What follows belongs to an exercise in optimizing a design on an open flow for small area and a short achievable clock period; a production flow would make more cautious choices.
The RTL of this run was laid out without a check of its function.

**flow/flow/run.sh**
```bash
#!/bin/bash
# Layout flow: the standard layout (standard synthesis unchanged), with the port buffers
# made from a small buffer instead of the resizer's default delay cell, timing repair aiming
# for a setup slack of 8 ns at the design's clock, and a leaner clock tree. Every tool's
# output goes to a log file in this folder; ORFS keeps its per-step logs under orfs/logs/.
set -euo pipefail
bash standard.sh synth > synth.log 2>&1
bash standard.sh "BUFFER_PORTS_ARGS=-buffer_cell sky130_fd_sc_hd__buf_1" SETUP_SLACK_MARGIN=8.4 \
    "CTS_ARGS=-sink_clustering_enable -repair_clock_nets -dont_use_dummy_load -sink_clustering_size 24 -sink_clustering_max_diameter 120" finish > layout.log 2>&1
```
**flow/standard.sh**
```bash
#!/bin/bash
# synth_recipe.tcl (not shown) runs the flow's synth.tcl, then flattens the netlist and writes it again
# the make line also repeats each setting of config.mk as NAME=value (left out here)
make -C /OpenROAD-flow-scripts/flow DESIGN_CONFIG=/design/flow/config.mk WORK_HOME=/design/flow/orfs CLKGATE_MAP_FILE= SYNTH_SCRIPT=/design/flow/synth_recipe.tcl "${@:-finish}"
```
**flow/config.mk**
```make
export PLATFORM = sky130hd
export DESIGN_NAME = multi_channel_snooper
export DESIGN_NICKNAME = multi_channel_snooper
export VERILOG_FILES = /design/flow/design.v
export SDC_FILE = /design/flow/constraint.sdc
export NUM_CORES = 4
export LEC_CHECK = 0
export CAP_MARGIN = 20
export CORE_MARGIN = 2
export CORE_UTILIZATION = 40
export SLEW_MARGIN = 20
```
**flow/constraint.sdc**
```tcl
create_clock -name core_clock -period 14.0 [get_ports {clk}]
set_input_delay 2.8000 -clock core_clock [delete_from_list [all_inputs] [get_ports {clk}]]
set_output_delay 2.8000 -clock core_clock [all_outputs]
set_load 0.01 [all_outputs]
```
**flow/design.v**
```verilog
package snoop_pkg;
    typedef enum logic [1:0] {IDLE, MEASURE, REPORT} state_t;
    localparam int WORDS_PER_CH = 5;
endpackage
module snoop_channel
#(
    parameter int TKEEP_WIDTH = 64,
    parameter int CNT_WIDTH   = 20
) (
    input  logic                   clk,
    input  logic                   areset,
    input  logic                   clear,
    input  logic                   beat,
    input  logic                   last,
    input  logic [TKEEP_WIDTH-1:0] keep,
    output logic [CNT_WIDTH-1:0]   flits,
    output logic [CNT_WIDTH-1:0]   pkts,
    output logic [CNT_WIDTH-1:0]   byte_cnt,
    output logic [CNT_WIDTH-1:0]   min_size,
    output logic [CNT_WIDTH-1:0]   max_size,
    output logic                   has_pkt,
    output logic [CNT_WIDTH-1:0]   pkt_size,
    output logic                   pkt_size_valid
);
    localparam logic [CNT_WIDTH-1:0] ONES = '1;
    localparam int HW = CNT_WIDTH - 7;
    logic                 bd;        
    logic                 bl;        
    logic [6:0]          pr;        
    logic [6:0]          pr_d;
    logic [7:0]           acc_lo;
    logic [CNT_WIDTH-1:0] acc;
    logic [CNT_WIDTH-1:0] size_now;
    logic [7:0]           byte_lo;
    logic [HW-1:0]        acc_hi1;
    logic [HW-1:0]        byte_hi1;
    logic                 acc_sat;
    logic                 byte_sat;
    logic                 lt_min;
    logic                 gt_max;
    logic as1;
    logic ac2;
    logic ax3;
    logic as4;
    logic ac5;
    logic ax6;
    logic as7;
    logic ac8;
    logic ax9;
    logic as10;
    logic ac11;
    logic ax12;
    logic as13;
    logic ac14;
    logic ax15;
    logic as16;
    logic ac17;
    logic ax18;
    logic as19;
    logic ac20;
    logic ax21;
    logic as22;
    logic ac23;
    logic ax24;
    logic as25;
    logic ac26;
    logic ax27;
    logic as28;
    logic ac29;
    logic ax30;
    logic as31;
    logic ac32;
    logic ax33;
    logic as34;
    logic ac35;
    logic ax36;
    logic as37;
    logic ac38;
    logic ax39;
    logic as40;
    logic ac41;
    logic ax42;
    logic as43;
    logic ac44;
    logic ax45;
    logic as46;
    logic ac47;
    logic ax48;
    logic as49;
    logic ac50;
    logic ax51;
    logic as52;
    logic ac53;
    logic ax54;
    logic as55;
    logic ac56;
    logic ax57;
    logic as58;
    logic ac59;
    logic ax60;
    logic as61;
    logic ac62;
    logic ax63;
    logic as64;
    logic ac65;
    logic ax66;
    logic as67;
    logic ac68;
    logic ax69;
    logic as70;
    logic ac71;
    logic ax72;
    logic as73;
    logic ac74;
    logic ax75;
    logic as76;
    logic ac77;
    logic ax78;
    logic as79;
    logic ac80;
    logic ax81;
    logic as82;
    logic ac83;
    logic ax84;
    logic as85;
    logic ac86;
    logic ax87;
    logic as88;
    logic ac89;
    logic ax90;
    logic as91;
    logic ac92;
    logic ax93;
    logic as94;
    logic ac95;
    logic ax96;
    logic as97;
    logic ac98;
    logic ax99;
    logic as100;
    logic ac101;
    logic ax102;
    logic as103;
    logic ac104;
    logic ax105;
    logic as106;
    logic ac107;
    logic ax108;
    logic as109;
    logic ac110;
    logic ax111;
    logic as112;
    logic ac113;
    logic ax114;
    logic as115;
    logic ac116;
    logic ax117;
    logic as118;
    logic ac119;
    logic ax120;
    logic as121;
    logic ac122;
    logic ax123;
    logic as124;
    logic ac125;
    logic ax126;
    logic as127;
    logic ac128;
    logic ax129;
    logic as130;
    logic ac131;
    logic ax132;
    logic as133;
    logic ac134;
    logic ax135;
    logic as136;
    logic ac137;
    logic ax138;
    logic as139;
    logic ac140;
    logic ax141;
    logic as142;
    logic ac143;
    logic ax144;
    logic as145;
    logic ac146;
    logic ax147;
    logic as148;
    logic ac149;
    logic ax150;
    logic as151;
    logic ac152;
    logic ax153;
    logic as154;
    logic ac155;
    logic ax156;
    logic as157;
    logic ac158;
    logic ax159;
    logic as160;
    logic ac161;
    logic ax162;
    logic as163;
    logic ac164;
    logic ax165;
    logic as166;
    logic ac167;
    logic ax168;
    logic as169;
    logic ac170;
    logic ax171;
    logic bs172;
    logic bc173;
    logic bx174;
    logic bs175;
    logic bc176;
    logic bx177;
    logic bs178;
    logic bc179;
    logic bx180;
    logic bs181;
    logic bc182;
    logic bx183;
    logic bs184;
    logic bc185;
    logic bx186;
    logic bs187;
    logic bc188;
    logic bx189;
    logic bs190;
    logic bc191;
    logic brs192;
    logic brc193;
    logic brx194;
    logic brs195;
    logic brc196;
    logic brx197;
    logic brs198;
    logic brc199;
    logic brx200;
    logic brs201;
    logic brc202;
    logic brx203;
    logic brs204;
    logic brc205;
    logic brx206;
    logic brs207;
    logic brc208;
    logic brx209;
    logic brs210;
    logic brc211;
    logic brx212;
    logic ml213;
    logic ml214;
    logic ml215;
    logic ml216;
    logic ml217;
    logic ml218;
    logic ml219;
    logic ml220;
    logic ml221;
    logic ml222;
    logic ml223;
    logic ml224;
    logic ml225;
    logic ml226;
    logic ml227;
    logic ml228;
    logic ml229;
    logic ml230;
    logic ml231;
    logic ml232;
    logic nl233;
    logic nl234;
    logic nl235;
    logic nl236;
    logic nl237;
    logic nl238;
    logic nl239;
    logic nl240;
    logic nl241;
    logic nl242;
    logic nl243;
    logic nl244;
    logic nl245;
    logic nl246;
    logic nl247;
    logic nl248;
    logic nl249;
    logic nl250;
    logic nl251;
    logic nl252;
    assign ax3 = keep[0] ^ keep[10];
    assign as1 = ax3 ^ keep[11];
    assign ac2 = ax3 ? keep[11] : keep[0];
    assign ax6 = keep[12] ^ keep[13];
    assign as4 = ax6 ^ keep[14];
    assign ac5 = ax6 ? keep[14] : keep[12];
    assign ax9 = keep[15] ^ keep[16];
    assign as7 = ax9 ^ keep[17];
    assign ac8 = ax9 ? keep[17] : keep[15];
    assign ax12 = keep[18] ^ keep[19];
    assign as10 = ax12 ^ keep[1];
    assign ac11 = ax12 ? keep[1] : keep[18];
    assign ax15 = keep[20] ^ keep[21];
    assign as13 = ax15 ^ keep[22];
    assign ac14 = ax15 ? keep[22] : keep[20];
    assign ax18 = keep[23] ^ keep[24];
    assign as16 = ax18 ^ keep[25];
    assign ac17 = ax18 ? keep[25] : keep[23];
    assign ax21 = keep[26] ^ keep[27];
    assign as19 = ax21 ^ keep[28];
    assign ac20 = ax21 ? keep[28] : keep[26];
    assign ax24 = keep[29] ^ keep[2];
    assign as22 = ax24 ^ keep[30];
    assign ac23 = ax24 ? keep[30] : keep[29];
    assign ax27 = keep[31] ^ keep[32];
    assign as25 = ax27 ^ keep[33];
    assign ac26 = ax27 ? keep[33] : keep[31];
    assign ax30 = keep[34] ^ keep[35];
    assign as28 = ax30 ^ keep[36];
    assign ac29 = ax30 ? keep[36] : keep[34];
    assign ax33 = keep[37] ^ keep[38];
    assign as31 = ax33 ^ keep[39];
    assign ac32 = ax33 ? keep[39] : keep[37];
    assign ax36 = keep[3] ^ keep[40];
    assign as34 = ax36 ^ keep[41];
    assign ac35 = ax36 ? keep[41] : keep[3];
    assign ax39 = keep[42] ^ keep[43];
    assign as37 = ax39 ^ keep[44];
    assign ac38 = ax39 ? keep[44] : keep[42];
    assign ax42 = keep[45] ^ keep[46];
    assign as40 = ax42 ^ keep[47];
    assign ac41 = ax42 ? keep[47] : keep[45];
    assign ax45 = keep[48] ^ keep[49];
    assign as43 = ax45 ^ keep[4];
    assign ac44 = ax45 ? keep[4] : keep[48];
    assign ax48 = keep[50] ^ keep[51];
    assign as46 = ax48 ^ keep[52];
    assign ac47 = ax48 ? keep[52] : keep[50];
    assign ax51 = keep[53] ^ keep[54];
    assign as49 = ax51 ^ keep[55];
    assign ac50 = ax51 ? keep[55] : keep[53];
    assign ax54 = keep[56] ^ keep[57];
    assign as52 = ax54 ^ keep[58];
    assign ac53 = ax54 ? keep[58] : keep[56];
    assign ax57 = keep[59] ^ keep[5];
    assign as55 = ax57 ^ keep[60];
    assign ac56 = ax57 ? keep[60] : keep[59];
    assign ax60 = keep[61] ^ keep[62];
    assign as58 = ax60 ^ keep[63];
    assign ac59 = ax60 ? keep[63] : keep[61];
    assign ax63 = keep[6] ^ keep[7];
    assign as61 = ax63 ^ keep[8];
    assign ac62 = ax63 ? keep[8] : keep[6];
    assign ax66 = keep[9] ^ as1;
    assign as64 = ax66 ^ as10;
    assign ac65 = ax66 ? as10 : keep[9];
    assign ax69 = as13 ^ as16;
    assign as67 = ax69 ^ as19;
    assign ac68 = ax69 ? as19 : as13;
    assign ax72 = as22 ^ as25;
    assign as70 = ax72 ^ as28;
    assign ac71 = ax72 ? as28 : as22;
    assign ax75 = as31 ^ as34;
    assign as73 = ax75 ^ as37;
    assign ac74 = ax75 ? as37 : as31;
    assign ax78 = as4 ^ as40;
    assign as76 = ax78 ^ as43;
    assign ac77 = ax78 ? as43 : as4;
    assign ax81 = as46 ^ as49;
    assign as79 = ax81 ^ as52;
    assign ac80 = ax81 ? as52 : as46;
    assign ax84 = as55 ^ as58;
    assign as82 = ax84 ^ as61;
    assign ac83 = ax84 ? as61 : as55;
    assign ax87 = as7 ^ as64;
    assign as85 = ax87 ^ as67;
    assign ac86 = ax87 ? as67 : as7;
    assign ax90 = as70 ^ as73;
    assign as88 = ax90 ^ as76;
    assign ac89 = ax90 ? as76 : as70;
    assign ax93 = as79 ^ as82;
    assign as91 = ax93 ^ as85;
    assign ac92 = ax93 ? as85 : as79;
    assign ax96 = ac11 ^ ac14;
    assign as94 = ax96 ^ ac17;
    assign ac95 = ax96 ? ac17 : ac11;
    assign ax99 = ac2 ^ ac20;
    assign as97 = ax99 ^ ac23;
    assign ac98 = ax99 ? ac23 : ac2;
    assign ax102 = ac26 ^ ac29;
    assign as100 = ax102 ^ ac32;
    assign ac101 = ax102 ? ac32 : ac26;
    assign ax105 = ac35 ^ ac38;
    assign as103 = ax105 ^ ac41;
    assign ac104 = ax105 ? ac41 : ac35;
    assign ax108 = ac44 ^ ac47;
    assign as106 = ax108 ^ ac5;
    assign ac107 = ax108 ? ac5 : ac44;
    assign ax111 = ac50 ^ ac53;
    assign as109 = ax111 ^ ac56;
    assign ac110 = ax111 ? ac56 : ac50;
    assign ax114 = ac59 ^ ac62;
    assign as112 = ax114 ^ ac8;
    assign ac113 = ax114 ? ac8 : ac59;
    assign ax117 = ac65 ^ ac68;
    assign as115 = ax117 ^ ac71;
    assign ac116 = ax117 ? ac71 : ac65;
    assign ax120 = ac74 ^ ac77;
    assign as118 = ax120 ^ ac80;
    assign ac119 = ax120 ? ac80 : ac74;
    assign ax123 = ac83 ^ as100;
    assign as121 = ax123 ^ as103;
    assign ac122 = ax123 ? as103 : ac83;
    assign ax126 = as106 ^ as109;
    assign as124 = ax126 ^ as112;
    assign ac125 = ax126 ? as112 : as106;
    assign ax129 = as94 ^ as97;
    assign as127 = ax129 ^ ac86;
    assign ac128 = ax129 ? ac86 : as94;
    assign ax132 = ac89 ^ as115;
    assign as130 = ax132 ^ as118;
    assign ac131 = ax132 ? as118 : ac89;
    assign ax135 = as121 ^ as124;
    assign as133 = ax135 ^ ac92;
    assign ac134 = ax135 ? ac92 : as121;
    assign ax138 = as127 ^ as130;
    assign as136 = ax138 ^ as133;
    assign ac137 = ax138 ? as133 : as127;
    assign ax141 = ac101 ^ ac104;
    assign as139 = ax141 ^ ac107;
    assign ac140 = ax141 ? ac107 : ac101;
    assign ax144 = ac110 ^ ac113;
    assign as142 = ax144 ^ ac95;
    assign ac143 = ax144 ? ac95 : ac110;
    assign ax147 = ac98 ^ ac116;
    assign as145 = ax147 ^ ac119;
    assign ac146 = ax147 ? ac119 : ac98;
    assign ax150 = ac122 ^ ac125;
    assign as148 = ax150 ^ as139;
    assign ac149 = ax150 ? as139 : ac122;
    assign ax153 = as142 ^ ac128;
    assign as151 = ax153 ^ ac131;
    assign ac152 = ax153 ? ac131 : as142;
    assign ax156 = as145 ^ as148;
    assign as154 = ax156 ^ ac134;
    assign ac155 = ax156 ? ac134 : as145;
    assign ax159 = as151 ^ ac137;
    assign as157 = ax159 ^ as154;
    assign ac158 = ax159 ? as154 : as151;
    assign ax162 = ac140 ^ ac143;
    assign as160 = ax162 ^ ac146;
    assign ac161 = ax162 ? ac146 : ac140;
    assign ax165 = ac149 ^ ac152;
    assign as163 = ax165 ^ as160;
    assign ac164 = ax165 ? as160 : ac149;
    assign ax168 = ac155 ^ as163;
    assign as166 = ax168 ^ ac158;
    assign ac167 = ax168 ? ac158 : ac155;
    assign ax171 = ac161 ^ ac164;
    assign as169 = ax171 ^ ac167;
    assign ac170 = ax171 ? ac167 : ac161;
    assign acc_lo = {1'b0, acc[6:0]} + {1'b0, 1'b0, pr[6], pr[5], pr[4], pr[3], pr[2], pr[0]} + {1'b0, 1'b0, 1'b0, 1'b0, 1'b0, 1'b0, 1'b0, pr[1]};
    assign bx174 = byte_cnt[0] ^ pr[0];
    assign bs172 = bx174 ^ pr[1];
    assign bc173 = bx174 ? pr[1] : byte_cnt[0];
    assign bx177 = byte_cnt[1] ^ pr[2];
    assign bs175 = bx177 ^ bc173;
    assign bc176 = bx177 ? bc173 : byte_cnt[1];
    assign bx180 = byte_cnt[2] ^ pr[3];
    assign bs178 = bx180 ^ bc176;
    assign bc179 = bx180 ? bc176 : byte_cnt[2];
    assign bx183 = byte_cnt[3] ^ pr[4];
    assign bs181 = bx183 ^ bc179;
    assign bc182 = bx183 ? bc179 : byte_cnt[3];
    assign bx186 = byte_cnt[4] ^ pr[5];
    assign bs184 = bx186 ^ bc182;
    assign bc185 = bx186 ? bc182 : byte_cnt[4];
    assign bx189 = byte_cnt[5] ^ pr[6];
    assign bs187 = bx189 ^ bc185;
    assign bc188 = bx189 ? bc185 : byte_cnt[5];
    assign bs190 = bs172 ^ 1'b0;
    assign bc191 = bs172 & 1'b0;
    assign byte_lo[0] = bs190;
    assign brx194 = bs175 ^ 1'b0;
    assign brs192 = brx194 ^ bc191;
    assign brc193 = brx194 ? bc191 : bs175;
    assign byte_lo[1] = brs192;
    assign brx197 = bs178 ^ 1'b0;
    assign brs195 = brx197 ^ brc193;
    assign brc196 = brx197 ? brc193 : bs178;
    assign byte_lo[2] = brs195;
    assign brx200 = bs181 ^ 1'b0;
    assign brs198 = brx200 ^ brc196;
    assign brc199 = brx200 ? brc196 : bs181;
    assign byte_lo[3] = brs198;
    assign brx203 = bs184 ^ 1'b0;
    assign brs201 = brx203 ^ brc199;
    assign brc202 = brx203 ? brc199 : bs184;
    assign byte_lo[4] = brs201;
    assign brx206 = bs187 ^ 1'b0;
    assign brs204 = brx206 ^ brc202;
    assign brc205 = brx206 ? brc202 : bs187;
    assign byte_lo[5] = brs204;
    assign brx209 = byte_cnt[6] ^ bc188;
    assign brs207 = brx209 ^ brc205;
    assign brc208 = brx209 ? brc205 : byte_cnt[6];
    assign byte_lo[6] = brs207;
    assign brx212 = 1'b0 ^ 1'b0;
    assign brs210 = brx212 ^ brc208;
    assign brc211 = brx212 ? brc208 : 1'b0;
    assign byte_lo[7] = brs210;
    assign ml213 = (size_now[0] == min_size[0]) ? 1'b0 : min_size[0];
    assign ml214 = (size_now[1] == min_size[1]) ? ml213 : min_size[1];
    assign ml215 = (size_now[2] == min_size[2]) ? ml214 : min_size[2];
    assign ml216 = (size_now[3] == min_size[3]) ? ml215 : min_size[3];
    assign ml217 = (size_now[4] == min_size[4]) ? ml216 : min_size[4];
    assign ml218 = (size_now[5] == min_size[5]) ? ml217 : min_size[5];
    assign ml219 = (size_now[6] == min_size[6]) ? ml218 : min_size[6];
    assign ml220 = (size_now[7] == min_size[7]) ? ml219 : min_size[7];
    assign ml221 = (size_now[8] == min_size[8]) ? ml220 : min_size[8];
    assign ml222 = (size_now[9] == min_size[9]) ? ml221 : min_size[9];
    assign ml223 = (size_now[10] == min_size[10]) ? ml222 : min_size[10];
    assign ml224 = (size_now[11] == min_size[11]) ? ml223 : min_size[11];
    assign ml225 = (size_now[12] == min_size[12]) ? ml224 : min_size[12];
    assign ml226 = (size_now[13] == min_size[13]) ? ml225 : min_size[13];
    assign ml227 = (size_now[14] == min_size[14]) ? ml226 : min_size[14];
    assign ml228 = (size_now[15] == min_size[15]) ? ml227 : min_size[15];
    assign ml229 = (size_now[16] == min_size[16]) ? ml228 : min_size[16];
    assign ml230 = (size_now[17] == min_size[17]) ? ml229 : min_size[17];
    assign ml231 = (size_now[18] == min_size[18]) ? ml230 : min_size[18];
    assign ml232 = (size_now[19] == min_size[19]) ? ml231 : min_size[19];
    assign nl233 = (max_size[0] == size_now[0]) ? 1'b0 : size_now[0];
    assign nl234 = (max_size[1] == size_now[1]) ? nl233 : size_now[1];
    assign nl235 = (max_size[2] == size_now[2]) ? nl234 : size_now[2];
    assign nl236 = (max_size[3] == size_now[3]) ? nl235 : size_now[3];
    assign nl237 = (max_size[4] == size_now[4]) ? nl236 : size_now[4];
    assign nl238 = (max_size[5] == size_now[5]) ? nl237 : size_now[5];
    assign nl239 = (max_size[6] == size_now[6]) ? nl238 : size_now[6];
    assign nl240 = (max_size[7] == size_now[7]) ? nl239 : size_now[7];
    assign nl241 = (max_size[8] == size_now[8]) ? nl240 : size_now[8];
    assign nl242 = (max_size[9] == size_now[9]) ? nl241 : size_now[9];
    assign nl243 = (max_size[10] == size_now[10]) ? nl242 : size_now[10];
    assign nl244 = (max_size[11] == size_now[11]) ? nl243 : size_now[11];
    assign nl245 = (max_size[12] == size_now[12]) ? nl244 : size_now[12];
    assign nl246 = (max_size[13] == size_now[13]) ? nl245 : size_now[13];
    assign nl247 = (max_size[14] == size_now[14]) ? nl246 : size_now[14];
    assign nl248 = (max_size[15] == size_now[15]) ? nl247 : size_now[15];
    assign nl249 = (max_size[16] == size_now[16]) ? nl248 : size_now[16];
    assign nl250 = (max_size[17] == size_now[17]) ? nl249 : size_now[17];
    assign nl251 = (max_size[18] == size_now[18]) ? nl250 : size_now[18];
    assign nl252 = (max_size[19] == size_now[19]) ? nl251 : size_now[19];
    assign lt_min = ml232;
    assign gt_max = nl252;
    assign pr_d = {7{beat}} & {ac170, as169, as166, as157, as136, as91, as88};
    always_ff @(posedge clk or posedge areset) begin
        if (areset) begin
            bd <= 1'b0;
            bl <= 1'b0;
        end else begin
            bd <= beat;
            bl <= beat & last;
        end
    end
    always_ff @(posedge clk) pr <= pr_d;
    assign acc_hi1  = acc[CNT_WIDTH-1:7] + 1'b1;
    assign acc_sat  = acc_lo[7] & (&acc[CNT_WIDTH-1:7]);
    assign size_now = acc_sat ? ONES :
                      {(acc_lo[7] ? acc_hi1 : acc[CNT_WIDTH-1:7]), acc_lo[6:0]};
    assign byte_hi1 = byte_cnt[CNT_WIDTH-1:7] + 1'b1;
    assign byte_sat = byte_lo[7] & (&byte_cnt[CNT_WIDTH-1:7]);
    always_ff @(posedge clk) begin
        if (clear) begin
            flits    <= '0;
            pkts     <= '0;
            byte_cnt <= '0;
            acc      <= '0;
            has_pkt  <= 1'b0;
        end else begin
            if (bd && flits != ONES) flits <= flits + 1'b1;
            if (bl && pkts != ONES)  pkts  <= pkts + 1'b1;
            byte_cnt <= byte_sat ? ONES :
                        {(byte_lo[7] ? byte_hi1 : byte_cnt[CNT_WIDTH-1:7]), byte_lo[6:0]};
            acc      <= bl ? '0 : size_now;
            if (bl) has_pkt <= 1'b1;
        end
    end
    always_ff @(posedge clk) begin
        if (bl && (!has_pkt || lt_min)) min_size <= size_now;
        if (bl && (!has_pkt || gt_max)) max_size <= size_now;
    end
    assign pkt_size       = size_now;
    assign pkt_size_valid = bl;
endmodule
module multi_channel_snooper
#(
    parameter int NUM_CH      = 4,
    parameter int TDATA_WIDTH = 512,
    parameter int TKEEP_WIDTH = TDATA_WIDTH / 8,
    parameter int CNT_WIDTH   = 20
) (
    input  logic                          clk,
    input  logic                          areset,
    input  logic [NUM_CH*TKEEP_WIDTH-1:0] mon_TKEEP,
    input  logic [NUM_CH-1:0]             mon_TVALID,
    input  logic [NUM_CH-1:0]             mon_TREADY,
    input  logic [NUM_CH-1:0]             mon_TLAST,
    input  logic [NUM_CH-1:0]             ch_enable,
    input  logic                          measure,
    output logic [63:0]                   report_TDATA,
    output logic [7:0]                    report_TKEEP,
    output logic                          report_TVALID,
    input  logic                          report_TREADY,
    output logic                          report_TLAST,
    output logic                          busy,
    output logic [NUM_CH*CNT_WIDTH-1:0]   pkt_size,
    output logic [NUM_CH-1:0]             pkt_size_valid,
    output logic                          measure_sync_out
);
    localparam int NUM_WORDS = 1 + snoop_pkg::WORDS_PER_CH * NUM_CH;
    localparam int IDX_W     = $clog2(NUM_WORDS);
    localparam logic [CNT_WIDTH-1:0] ONES = '1;
    snoop_pkg::state_t    state;
    logic                 clear;
    logic                 in_measure;
    logic [NUM_CH-1:0]    beat;
    logic [IDX_W-1:0]     idx;
    logic [IDX_W-1:0]     nidx;
    logic                 at_last;
    logic                 next_word;
    logic [CNT_WIDTH-1:0] word;
    logic [CNT_WIDTH-1:0] cyc_data;
    logic [CNT_WIDTH-1:0] flits    [NUM_CH];
    logic [CNT_WIDTH-1:0] pkts     [NUM_CH];
    logic [CNT_WIDTH-1:0] byte_cnt [NUM_CH];
    logic [CNT_WIDTH-1:0] min_size [NUM_CH];
    logic [CNT_WIDTH-1:0] max_size [NUM_CH];
    logic [NUM_CH-1:0]    has_pkt;
    assign in_measure = (state == snoop_pkg::MEASURE);
    assign clear      = (state == snoop_pkg::IDLE) && measure;
    assign busy       = (state != snoop_pkg::IDLE);
    assign beat       = {NUM_CH{in_measure}} & mon_TVALID & mon_TREADY & ch_enable;
    assign at_last    = (idx == IDX_W'(NUM_WORDS - 1));
    assign next_word  = report_TVALID && report_TREADY;
    always_ff @(posedge clk or posedge areset) begin
        if (areset) begin
            state         <= snoop_pkg::IDLE;
            report_TVALID <= 1'b0;
        end else begin
            case (state)
                snoop_pkg::IDLE:    if (measure) state <= snoop_pkg::MEASURE;
                snoop_pkg::MEASURE: if (!measure) state <= snoop_pkg::REPORT;
                snoop_pkg::REPORT: begin
                    if (!report_TVALID) report_TVALID <= 1'b1;
                    else if (report_TREADY && at_last) begin
                        report_TVALID <= 1'b0;
                        state         <= snoop_pkg::IDLE;
                    end
                end
                default: state <= snoop_pkg::IDLE;
            endcase
        end
    end
    assign nidx = idx + 1'b1;
    always_ff @(posedge clk) begin
        if (!report_TVALID) idx <= '0;
        else if (report_TREADY) idx <= nidx;
    end
    always_ff @(posedge clk) begin
        if (clear)                               cyc_data <= '0;
        else if (in_measure && cyc_data != ONES) cyc_data <= cyc_data + 1'b1;
        else if (next_word)                      cyc_data <= word;
    end
    always_ff @(posedge clk or posedge areset) begin
        if (areset) measure_sync_out <= 1'b0;
        else        measure_sync_out <= measure;
    end
    for (genvar c = 0; c < NUM_CH; c++) begin : g_ch
        snoop_channel #(
            .TKEEP_WIDTH(TKEEP_WIDTH),
            .CNT_WIDTH  (CNT_WIDTH)
        ) u_ch (
            .clk           (clk),
            .areset        (areset),
            .clear         (clear),
            .beat          (beat[c]),
            .last          (mon_TLAST[c]),
            .keep          (mon_TKEEP[c*TKEEP_WIDTH +: TKEEP_WIDTH]),
            .flits         (flits[c]),
            .pkts          (pkts[c]),
            .byte_cnt      (byte_cnt[c]),
            .min_size      (min_size[c]),
            .max_size      (max_size[c]),
            .has_pkt       (has_pkt[c]),
            .pkt_size      (pkt_size[c*CNT_WIDTH +: CNT_WIDTH]),
            .pkt_size_valid(pkt_size_valid[c])
        );
    end
    logic [CNT_WIDTH-1:0] words [1:NUM_WORDS-1];
    logic [NUM_WORDS-1:1] sel;
    always_comb begin
        for (int k = 1; k < NUM_WORDS; k++) sel[k] = (nidx == IDX_W'(k));
        for (int c = 0; c < NUM_CH; c++) begin
            words[1 + c*5] = flits[c];
            words[2 + c*5] = pkts[c];
            words[3 + c*5] = byte_cnt[c];
            words[4 + c*5] = min_size[c];
            words[5 + c*5] = max_size[c];
            sel[4 + c*5]   = sel[4 + c*5] & has_pkt[c];
            sel[5 + c*5]   = sel[5 + c*5] & has_pkt[c];
        end
        word = '0;
        for (int k = 1; k < NUM_WORDS; k++)
            word = word | (words[k] & {CNT_WIDTH{sel[k]}});
    end
    assign report_TDATA = 64'(cyc_data);
    assign report_TKEEP = {8{report_TVALID}};
    assign report_TLAST = report_TVALID & at_last;
endmodule
```
==> summary.txt <==
[Yosys cell counts (15+ instances only)]
library cell  number
a21oi_1          199
a221oi_1          49
a222oi_1          44
a22o_1            42
a22oi_1           79
a31oi_1           36
and2_1            35
and3_1            76
and4_1            16
buf_4             56
clkbuf_1         110
dfxtp_1          377
edfxtp_1         160
ha_1              46
inv_1            146
maj3_1           230
maj3_2            15
mux2i_1           22
nand2_1          233
nand2b_1          23
nand3_1          127
nand3b_1          16
nand4_1           85
nor2_1           393
nor2b_1           22
nor3_1            38
o21a_1            15
o21ai_0          116
o22ai_1           22
or2_2             16
or3_1             21
xnor2_1          335
xnor3_1           28
xor2_1           245
xor3_1            29
[final timing paths]
path	startpoint	end	cells past startpoint
setup / recovery	g_ch[2].u_ch.pr[0]	pkt_size[54]	13
hold / removal	g_ch[3].u_ch.flits[12]	g_ch[3].u_ch.flits[12]	2
setup reg to reg	g_ch[0].u_ch.pr[0]	g_ch[0].u_ch.max_size[16]	39
hold reg to reg	g_ch[3].u_ch.flits[12]	g_ch[3].u_ch.flits[12]	2
max in group asynchronous	areset	g_ch[1].u_ch.bd	2
min in group asynchronous	areset	g_ch[3].u_ch.bd	2
[per-layer routing]
| layer | share of wire | GRT usage |
|---|---|---|
| met4 | 0.058 | 0.121 |
| met2 | 0.46 | 0.411 |
| met5 | 0.000092 | 0 |
| met1 | 0.40 | 0.329 |
| met3 | 0.083 | 0.0454 |
[repair_timing]
action                                  CTS  global route
gates cloned                              3             2
hold buffers                              0             0
gates resized for setup                 323           202
pin swaps                                64            78
buffers inserted                        145            94
endpoints found under the setup margin   79            90
[kinds of logic (layout without fill, tap and decap cells)]
logic type | after synthesis | after routing | synth area share
compound gates | 737 | 739 | 0.144
xor+xnor | 647 | 647 | 0.192
fa+ha+maj | 299 | 299 | 0.0928
buf+inv | 319 | 835 | 0.0409
flops | 549 | 549 | 0.366
mux | 23 | 23 | 0.00670
other cells | 1 | 44 | 0.000109
simple gates | 1136 | 1138 | 0.157
[power by group through the flow]
stage | registers (mW) | logic, mW | clock network [mW]
3_3_place_gp | 1.91 | 2.71 | 0
2_1_floorplan | 1.85 | 2.23 | 0
5_1_grt | 1.89 | 3.23 | 0.932
4_1_cts | 1.88 | 2.80 | 0.882
6_report | 1.88 | 2.93 | 0.869
3_5_place_dp | 1.91 | 2.73 | 0
[sequential cells by signal, indices dropped and copies added, names as in the netlist, 5 cells and up]
| register | flops |
|---|---|
| cyc_data | 20 |
| g_ch.u_ch.acc | 80 |
| g_ch.u_ch.flits | 80 |
| g_ch.u_ch.byte_cnt | 80 |
| g_ch.u_ch.max_size | 80 |
| g_ch.u_ch.pr | 28 |
| g_ch.u_ch.pkts | 80 |
| idx | 5 |
| g_ch.u_ch.min_size | 80 |
[critical path, delay by kind of cell (launching register included)]
kind                       cells  cell delay (ns)
AOI/OAI and AO/OA              4             0.69
buffers and inverters          4             0.38
adders and majority gates      1             0.42
and+or+nand+nor                3             0.39
xor gates and xnor gates       1             0.15
DFF                            1             0.35
[area by class of cell]
class	instances	area [µm²]	share of cell area
timing repair buffer	662	3990	0.0967
multi-input combinational	2890	21900	0.531
clock buffer	27	676	0.0164
inverter	146	581	0.0141
tap	1144	1430	0.0347
sequential	549	12700	0.307
==> flow_metrics.env <==
export IMPL_yosysTopAreaCellShare=0.218
export IMPL_clock_latency_ns=0.62
export IMPL_cp_start_kind="flip-flop"
export IMPL_clockBufferDepth=3
export IMPL_grt_pass1_vias=28200
export IMPL_fin_hold_ws_ns=0.515
export IMPL_cp_max_fo=4
export IMPL_nets=4606
export IMPL_route_detailed_drc=0
export IMPL_setup_ws_ns=8.20
export IMPL_syn_to_final_growth_pct=19.6
export IMPL_globalRouteOverflowTotal=0
export IMPL_n_fill_cell=8215
export IMPL_period_needed_ns=5.80
export IMPL_irDropWorstVdd_v=0.000138
export IMPL_drt_pass1_iter_count=9
export IMPL_placementRows=107
export IMPL_final_util=0.484
export IMPL_die_height_um=298
export IMPL_ys_seq_area_frac=0.366
export IMPL_final_area_um2=41300
export IMPL_core_um2=85400
export IMPL_crit_type="flip-flop to output pin"
export IMPL_combPwrFrac=0.516
export IMPL_power_leakage_nw=15.7
export IMPL_post_dp_cell_area_um2=37000
export IMPL_dieArea_um2=88700
export IMPL_io_buffers=391
export IMPL_dp_hpwl_um=89900
export IMPL_required_ns=11.20
export IMPL_via_per_inst=5.69
export IMPL_ys_async_sr_fraction=0.0219
export IMPL_layout_cells_most_common="nor2_1"
export IMPL_post_place_cells=5147
export IMPL_grt_pass1_wl_um=175000
export IMPL_fin_skew_ns=0.0415
export IMPL_fin_tns_setup_ns=0
export IMPL_die_x_um=298
export IMPL_maxCapViolCount=0
export IMPL_switching_power_mw=2.28
export IMPL_path_clk_slew_ns=0.11
export IMPL_cts_root_buf="clkbuf_16"
export IMPL_maxSlewViolCount=0
export IMPL_instances_no_fill=5418
export IMPL_io_pins=436
export IMPL_drtIter0Drc=3563
export IMPL_mostFrequentLayoutCells="nor2_1 (380), dfxtp_1 (355), buf_1 (334), xnor2_1 (313), xor2_1 (242)"
export IMPL_diodes=0
export IMPL_cts_tree="yes"
export IMPL_cts_buffers=27
export IMPL_synthFlopType="dfxtp_1"
export IMPL_p_per_area_nw_per_um2=138
export IMPL_cp_slowest_stage_delay_ns=0.42
export IMPL_outcome="complete, no violations"
export IMPL_cts_htree_levels=1
export IMPL_post_place_ws_ns=7.90
export IMPL_seqPwrFrac=0.331
export IMPL_hold_path_class="flip-flop to flip-flop"
export IMPL_intPower_mw=3.40
export IMPL_post_route_period_util=0.414
export IMPL_crit_path_end_kind="output pin"
export IMPL_fmax_mhz=173
export IMPL_finalPower_mw=5.68
export IMPL_rsz0062_at_grt="true"
export IMPL_ant_nets=0
export IMPL_routedWlPerCell_um=22.1
export IMPL_ys_warn_count=9
export IMPL_cts_sinks=549
export IMPL_drive_above_1_share=0.162
export IMPL_gp_congestion=1.01
export IMPL_switching_share=0.401
export IMPL_wl_um=120000
export IMPL_synth_cells=3711
export IMPL_path_cells="inv_2 -> fa_2 -> nor2b_4 -> o21ai_2 -> a21boi_2 -> o41a_4 -> and2_4 -> nand2_2 -> xnor2_2 -> a21oi_2 -> inv_2 -> buf_6 -> buf_6"
export IMPL_crit_path_top_delay_cell="fa_2"
export IMPL_grt_antenna_before_repair=3
export IMPL_synth_edff_count=160
export IMPL_crit_arrival_ns=3.00
export IMPL_synth_seq_cells=549
export IMPL_ys_types=86
export IMPL_power_share_clock=0.153
export IMPL_regToRegSetupSlack_ns=8.22
export IMPL_synth_area_leader_cell="dfxtp_1"
export IMPL_yosys_top_cells_area="dfxtp_1 (22%), edfxtp_1 (14%), xnor2_1 (8.5%)"
export IMPL_netlist_area_um2=34500
export IMPL_start_util=0.404
export IMPL_synth_avg_cell_area_um2=9.31
export IMPL_hold_viol_final=0
export IMPL_vias=30800
export IMPL_slew_headroom=0.283
export IMPL_setup_violations=0
export IMPL_grt_usage=0.254
export IMPL_grt_max_degree=192
export IMPL_tightest_slew_ns=1.08

[static timing again, ports no longer ideal]
No port has a modelled driver above. Below, the same layout with a new extraction and two added sets of constraints.
Step 1 sets driving cells, clkbuf_16 on the clock port and buf_2 on the other inputs (assumed; they add their load-dependent delay and slew).
Step 2 moves the port delays by t, midway between the first and last clock arrival at a register: inputs arrive t later, outputs are due t later. That takes back most of the time a late clock gives input paths.
Slacks: ideal ports / drivers / drivers and shift; pairs: ideal ports / drivers.
shift t [ns]: 0.673
setup slack, ns: 8.203 / 8.131 / 7.928
worst setup path at the end: input to register
worst data-port slew with drivers (ns): 0.06
pins driven straight from the clock port: 1
After both steps setup and hold are still met in this run. For this run, drivers alone change the setup slack by -0.072 ns; drivers and shift together by -0.275 ns.
